This is an optimization exercise on Yosys and OpenROAD, whose aim is small area, a short achievable clock period and few clock cycles, not a production implementation. RTL that was checked went through simulation tests only; none was proved equivalent to the original. No activity file was given, so power comes from the tool's default toggle rates.

== run a ==
## prog_instruction_mem
module prog_instruction_mem #(
    parameter int unsigned       ADDR_W    = 16,
    parameter int unsigned       DATA_W    = 16,
    parameter int unsigned       DEPTH     = 256,
    parameter logic [DATA_W-1:0] FILL_WORD = DATA_W'(imem_pkg::OP_NOP)
) (
    input  logic                       clk,
    input  logic                       rst_n,
    input  logic                       fetch_req,
    input  logic [ADDR_W-1:0]          fetch_addr,
    output logic [DATA_W-1:0]          instr,
    output logic                       instr_valid,
    output logic                       addr_fault,
    input  logic                       load_start,
    input  logic                       ld_valid,
    input  logic [DATA_W-1:0]          ld_data,
    input  logic                       ld_last,
    output logic                       ld_ready,
    output logic                       busy,
    output logic                       load_ovf,
    output logic [$clog2(DEPTH+1)-1:0] prog_len
);
Size in the first run: ~8000 cells after synthesis, ~68 I/O pins, roughly 160000 um^2 of cells after synthesis.
==> flow/config.mk <==
export PLATFORM = sky130hd
export DESIGN_NAME = prog_instruction_mem
export DESIGN_NICKNAME = prog_instruction_mem
export VERILOG_FILES = /design/flow/design.v
export SDC_FILE = /design/flow/constraint.sdc
export NUM_CORES = 4
export LEC_CHECK = 0
export CAP_MARGIN = 20
export CORE_MARGIN = 2
export CORE_UTILIZATION = 50
export CTS_BUF_LIST = sky130_fd_sc_hd__clkbuf_4 sky130_fd_sc_hd__clkbuf_8
export CTS_CLUSTER_SIZE = 30
export SETUP_SLACK_MARGIN = 1.5
export SLEW_MARGIN = 20
==> flow/constraint.sdc <==
create_clock -name core_clock -period 5.0 [get_ports {clk}]
set_input_delay 1.0000 -clock core_clock [delete_from_list [all_inputs] [get_ports {clk}]]
set_output_delay 1.0000 -clock core_clock [all_outputs]
set_load 0.01 [all_outputs]
run.sh (not shown) runs the stock make flow with config.mk's settings and CLKGATE_MAP_FILE= SYNTH_SCRIPT=/design/flow/synth_recipe.tcl, a recipe that flattens the netlist after the stock synthesis.
The inputs of run b differ from those of run a as listed below.
--- a/flow/config.mk
+++ b/flow/config.mk
@@ -9,6 +9,6 @@
 export CORE_MARGIN = 2
 export CORE_UTILIZATION = 50
-export CTS_BUF_LIST = sky130_fd_sc_hd__clkbuf_4 sky130_fd_sc_hd__clkbuf_8
+export CTS_CLUSTER_DIAMETER = 200
 export CTS_CLUSTER_SIZE = 30
-export SETUP_SLACK_MARGIN = 1.5
+export SETUP_SLACK_MARGIN = 2.4
 export SLEW_MARGIN = 20
Results
- Final cell count ends up lower on run b.
- Run b ended up with sky130_fd_sc_hd__or4_4 as its cell with the largest stage delay on the worst path; run a ended up with sky130_fd_sc_hd__clkdlybuf4s50_1.
- Design area went down slightly going from run a to run b.
- Run b against run a; total leakage power is down by a few percent.
No functional check of the RTL was part of any run of this note.


prog_instruction_mem, a different RTL version from the one above (not shown whole).
Size: about 7,500 cells after synthesis, ~68 I/O pins, ~0.16 mm^2 of cells after synthesis.
## prog_instruction_mem
module prog_instruction_mem #(
    parameter int unsigned       ADDR_W    = 16,
    parameter int unsigned       DATA_W    = 16,
    parameter int unsigned       DEPTH     = 256,
    parameter logic [DATA_W-1:0] FILL_WORD = DATA_W'(imem_pkg::OP_NOP)
) (
    input  logic                       clk,
    input  logic                       rst_n,
    input  logic                       fetch_req,
    input  logic [ADDR_W-1:0]          fetch_addr,
    output logic [DATA_W-1:0]          instr,
    output logic                       instr_valid,
    output logic                       addr_fault,
    input  logic                       load_start,
    input  logic                       ld_valid,
    input  logic [DATA_W-1:0]          ld_data,
    input  logic                       ld_last,
    output logic                       ld_ready,
    output logic                       busy,
    output logic                       load_ovf,
    output logic [$clog2(DEPTH+1)-1:0] prog_len
);
Settings: LEC_CHECK=0, CAP_MARGIN=20, CORE_MARGIN=2, CORE_UTILIZATION=65, CTS_CLUSTER_DIAMETER=200, CTS_CLUSTER_SIZE=25, PLACE_DENSITY=0.78, SETUP_SLACK_MARGIN=2.2, SLEW_MARGIN=20; clock period 5.0 ns.
Testbench counts at the start, summed over its fixed seeds: cycles 20,317.
Edit:
--- a/flow/config.mk
+++ b/flow/config.mk
@@ -10 +10 @@
-export CORE_UTILIZATION = 65
+export CORE_UTILIZATION = 70
@@ -13,2 +13,2 @@
-export PLACE_DENSITY = 0.78
-export SETUP_SLACK_MARGIN = 2.2
+export PLACE_DENSITY = 0.82
+export SETUP_SLACK_MARGIN = 2.6
Outcome:
- sequential share of layout area shrinks by 0.74 points
- worst setup slack loses 0.017 ns
- non-clock buffer count grows by 101
- final area grows by 1.1%
- utilization grows by 6.3 points
- clock skew shrinks by 0.0045 ns
Edit:
--- a/flow/config.mk
+++ b/flow/config.mk
@@ -10 +10 @@
-export CORE_UTILIZATION = 70
+export CORE_UTILIZATION = 65
@@ -13,2 +13,2 @@
-export PLACE_DENSITY = 0.82
-export SETUP_SLACK_MARGIN = 2.6
+export PLACE_DENSITY = 0.78
+export SETUP_SLACK_MARGIN = 2.4
Outcome: Sequential share of layout area climbs by 0.60 points; clock power is about the same; power drops slightly; final area drops slightly; sequential cell count does not change; combinational power drops by a few percent.
Edit:
--- a/flow/config.mk
+++ b/flow/config.mk
@@ -15,0 +16 @@
+export TNS_END_PERCENT = 30
After rerunning: Clock skew came out higher by 0.015 ns. Die area does not change. Power came out higher by 0.54%. Count of clock-buffer cells in the layout came out higher by 13. Via count came out higher by 1.5%.


The RTL this note starts from:
==> flow/design.v <==
package imem_pkg;
    localparam logic [15:0] OP_NOP  = 16'h0000;
    localparam logic [15:0] OP_HALT = 16'hFFFF;
endpackage
module imem_mux4 (
    input  logic [3:0] d_i,
    input  logic [1:0] sel_i,
    output logic       y_o
);
    assign y_o = d_i[sel_i];
endmodule
module imem_array #(
    parameter int unsigned DATA_W = 16,
    parameter int unsigned DEPTH  = 256,
    parameter int unsigned PTR_W  = 8,
    parameter int unsigned LO_N   = 16,
    parameter int unsigned HI_N   = DEPTH / LO_N
) (
    input  logic              clk,
    input  logic [LO_N-1:0]   we_lo_i,
    input  logic [HI_N-1:0]   we_hi_i,
    input  logic [DATA_W-1:0] wdata_i,
    input  logic [PTR_W-1:0]  raddr_i,
    output logic [DATA_W-1:0] rdata_o
);
    logic [DATA_W-1:0] mem_q [DEPTH];
    always_ff @(posedge clk) begin
        for (int w = 0; w < DEPTH; w++) begin
            if (we_hi_i[w / LO_N] && we_lo_i[w % LO_N]) begin
                mem_q[w] <= wdata_i;
            end
        end
    end
    localparam int unsigned NLVL = PTR_W / 2;
    for (genvar b = 0; b < DATA_W; b++) begin : g_rbit
        logic [DEPTH-1:0] lvl [NLVL+1];
        for (genvar w = 0; w < DEPTH; w++) begin : g_leaf
            assign lvl[0][w] = mem_q[w][b];
        end
        for (genvar l = 0; l < NLVL; l++) begin : g_lvl
            for (genvar m = 0; m < (DEPTH >> (2 * (l + 1))); m++) begin : g_mux
                imem_mux4 u_mux (
                    .d_i   (lvl[l][4*m +: 4]),
                    .sel_i (raddr_i[2*l +: 2]),
                    .y_o   (lvl[l+1][m])
                );
            end
            assign lvl[l+1][DEPTH-1:(DEPTH >> (2 * (l + 1)))] = '0;
        end
        assign rdata_o[b] = lvl[NLVL][0];
    end
endmodule
module prog_instruction_mem #(
    parameter int unsigned       ADDR_W    = 16,
    parameter int unsigned       DATA_W    = 16,
    parameter int unsigned       DEPTH     = 256,
    parameter logic [DATA_W-1:0] FILL_WORD = DATA_W'(imem_pkg::OP_NOP)
) (
    input  logic                       clk,
    input  logic                       rst_n,
    input  logic                       fetch_req,
    input  logic [ADDR_W-1:0]          fetch_addr,
    output logic [DATA_W-1:0]          instr,
    output logic                       instr_valid,
    output logic                       addr_fault,
    input  logic                       load_start,
    input  logic                       ld_valid,
    input  logic [DATA_W-1:0]          ld_data,
    input  logic                       ld_last,
    output logic                       ld_ready,
    output logic                       busy,
    output logic                       load_ovf,
    output logic [$clog2(DEPTH+1)-1:0] prog_len
);
    localparam int unsigned PTR_W = (DEPTH > 1) ? $clog2(DEPTH) : 1;
    localparam int unsigned LEN_W = $clog2(DEPTH + 1);
    logic              loading_q;
    logic [LEN_W-1:0]  prog_len_q;      
    logic              load_ovf_q;
    logic [LEN_W-1:0]  len_q;           
    logic              instr_valid_q, addr_fault_q;
    logic [DATA_W-1:0] rdata_q;
    logic              wr_end;
    logic [15:0]       wp_lo_q, wp_hi_q;   
    logic [31:0]       fetch_idx;
    logic              fetch_fault, fetch_accept, fetch_fill;
    logic [DATA_W-1:0] rd_data;
    assign fetch_idx    = 32'(fetch_addr) >> 1;
    assign fetch_fault  = fetch_addr[0] | (fetch_idx >= 32'(DEPTH));
    assign fetch_accept = !loading_q && fetch_req && !load_start;
    assign fetch_fill   = fetch_fault | (fetch_idx >= 32'(len_q));
    assign wr_end = ld_last || (len_q == LEN_W'(DEPTH - 1));
    imem_array #(
        .DATA_W (DATA_W),
        .DEPTH  (DEPTH),
        .PTR_W  (PTR_W)
    ) u_array (
        .clk     (clk),
        .we_lo_i (wp_lo_q),
        .we_hi_i (wp_hi_q),
        .wdata_i (ld_data),
        .raddr_i (fetch_idx[PTR_W-1:0]),
        .rdata_o (rd_data)
    );
    always_ff @(posedge clk or negedge rst_n) begin
        if (!rst_n) begin
            loading_q  <= 1'b0;
            load_ovf_q <= 1'b0;
            len_q      <= '0;
            prog_len_q <= '0;
        end else if (loading_q) begin
            if (ld_valid) begin
                len_q <= len_q + 1'b1;
                if (wr_end) begin
                    loading_q  <= 1'b0;
                    load_ovf_q <= !ld_last;
                    prog_len_q <= len_q + 1'b1;
                end
            end
        end else if (load_start) begin
            loading_q  <= 1'b1;
            load_ovf_q <= 1'b0;
            len_q      <= '0;
        end
    end
    always_ff @(posedge clk or negedge rst_n) begin
        if (!rst_n) begin
            wp_lo_q <= 16'd1;
            wp_hi_q <= '0;
        end else if (loading_q) begin
            if (ld_valid) begin
                wp_lo_q <= {wp_lo_q[14:0], wp_lo_q[15]};
                if (wr_end) begin
                    wp_hi_q <= '0;
                end else if (wp_lo_q[15]) begin
                    wp_hi_q <= {wp_hi_q[14:0], 1'b0};
                end
            end
        end else if (load_start) begin
            wp_lo_q <= 16'd1;
            wp_hi_q <= 16'd1;
        end
    end
    always_ff @(posedge clk or negedge rst_n) begin
        if (!rst_n) begin
            instr_valid_q <= 1'b0;
            addr_fault_q  <= 1'b0;
        end else begin
            instr_valid_q <= fetch_accept;
            addr_fault_q  <= fetch_accept && fetch_fault;
        end
    end
    always_ff @(posedge clk) begin
        rdata_q <= fetch_fill ? FILL_WORD : rd_data;
    end
    assign instr       = rdata_q;
    assign instr_valid = instr_valid_q;
    assign addr_fault  = addr_fault_q;
    assign ld_ready    = loading_q;
    assign busy        = loading_q;
    assign load_ovf    = load_ovf_q;
    assign prog_len    = prog_len_q;
endmodule
make LEC_CHECK=0 CAP_MARGIN=20 CORE_MARGIN=2 CORE_UTILIZATION=50 CTS_CLUSTER_DIAMETER=200 CTS_CLUSTER_SIZE=25 SETUP_SLACK_MARGIN=2.4 SLEW_MARGIN=20 finish   # period 5.0 ns
Testbench counts at the start, summed over its fixed seeds: cycles 20,317.
Rerun with:
Settings changed: CORE_UTILIZATION 50 to 65, PLACE_DENSITY set to 0.78, SETUP_SLACK_MARGIN 2.4 to 2.1.
Result:
- The changed run finished with timing, DRC and antenna clean
- cell area is lower by 2.2%
- worst setup slack gets worse by 100 ps
- routed wire length is lower by about 8%
- synthesized cell count is unchanged
- count of clock-buffer cells in the layout is higher by 4

what the ideal ports hide:
How much do the figures lean on ideal ports? The routed layouts below were timed once more, with nothing changed but the port constraints. Step 1 assumes that a clkbuf_16 drives the clock port and a buf_2 every other input. Step 2 moves the port delays by t, midway between the first and last clock arrival at a register: inputs arrive t later, outputs are due t later. That takes back most of the time a late clock gives input paths. Three values: ideal, step 1, step 2; two values: the first two.
run	t, ns	slack for setup (ns)	hold slack, ns	worst setup path at the end
run a	1.296	1.440 / 1.489 / 0.211	0.165 / 0.093 / 0.488	input to register
run b	1.026	2.122 / 1.917 / 0.891	0.067 / -0.032 / 0.496	input to register
the first run of note 2	0.985	2.058 / 1.854 / 0.868	0.158 / 0.092 / 0.504	input to register
the second run of note 2	0.986	2.041 / 1.799 / 0.813	0.146 / 0.074 / 0.541	input to register
the third run of note 2	0.979	2.033 / 1.774 / 0.795	0.210 / 0.145 / 0.530	input to register
the fourth run of note 2	0.998	1.974 / 1.753 / 0.756	0.153 / 0.088 / 0.532	input to register
the first run of note 3	1.022	2.066 / 1.716 / 0.695	0.194 / 0.105 / 0.491	input to register
the second run of note 3	0.981	1.965 / 1.774 / 0.793	0.204 / 0.232 / 0.495	input to register
After both steps every run listed still meets setup and hold. For the first run of note 3, which loses most, drivers alone change the setup slack by -0.350 ns; drivers and shift together by -1.371 ns.
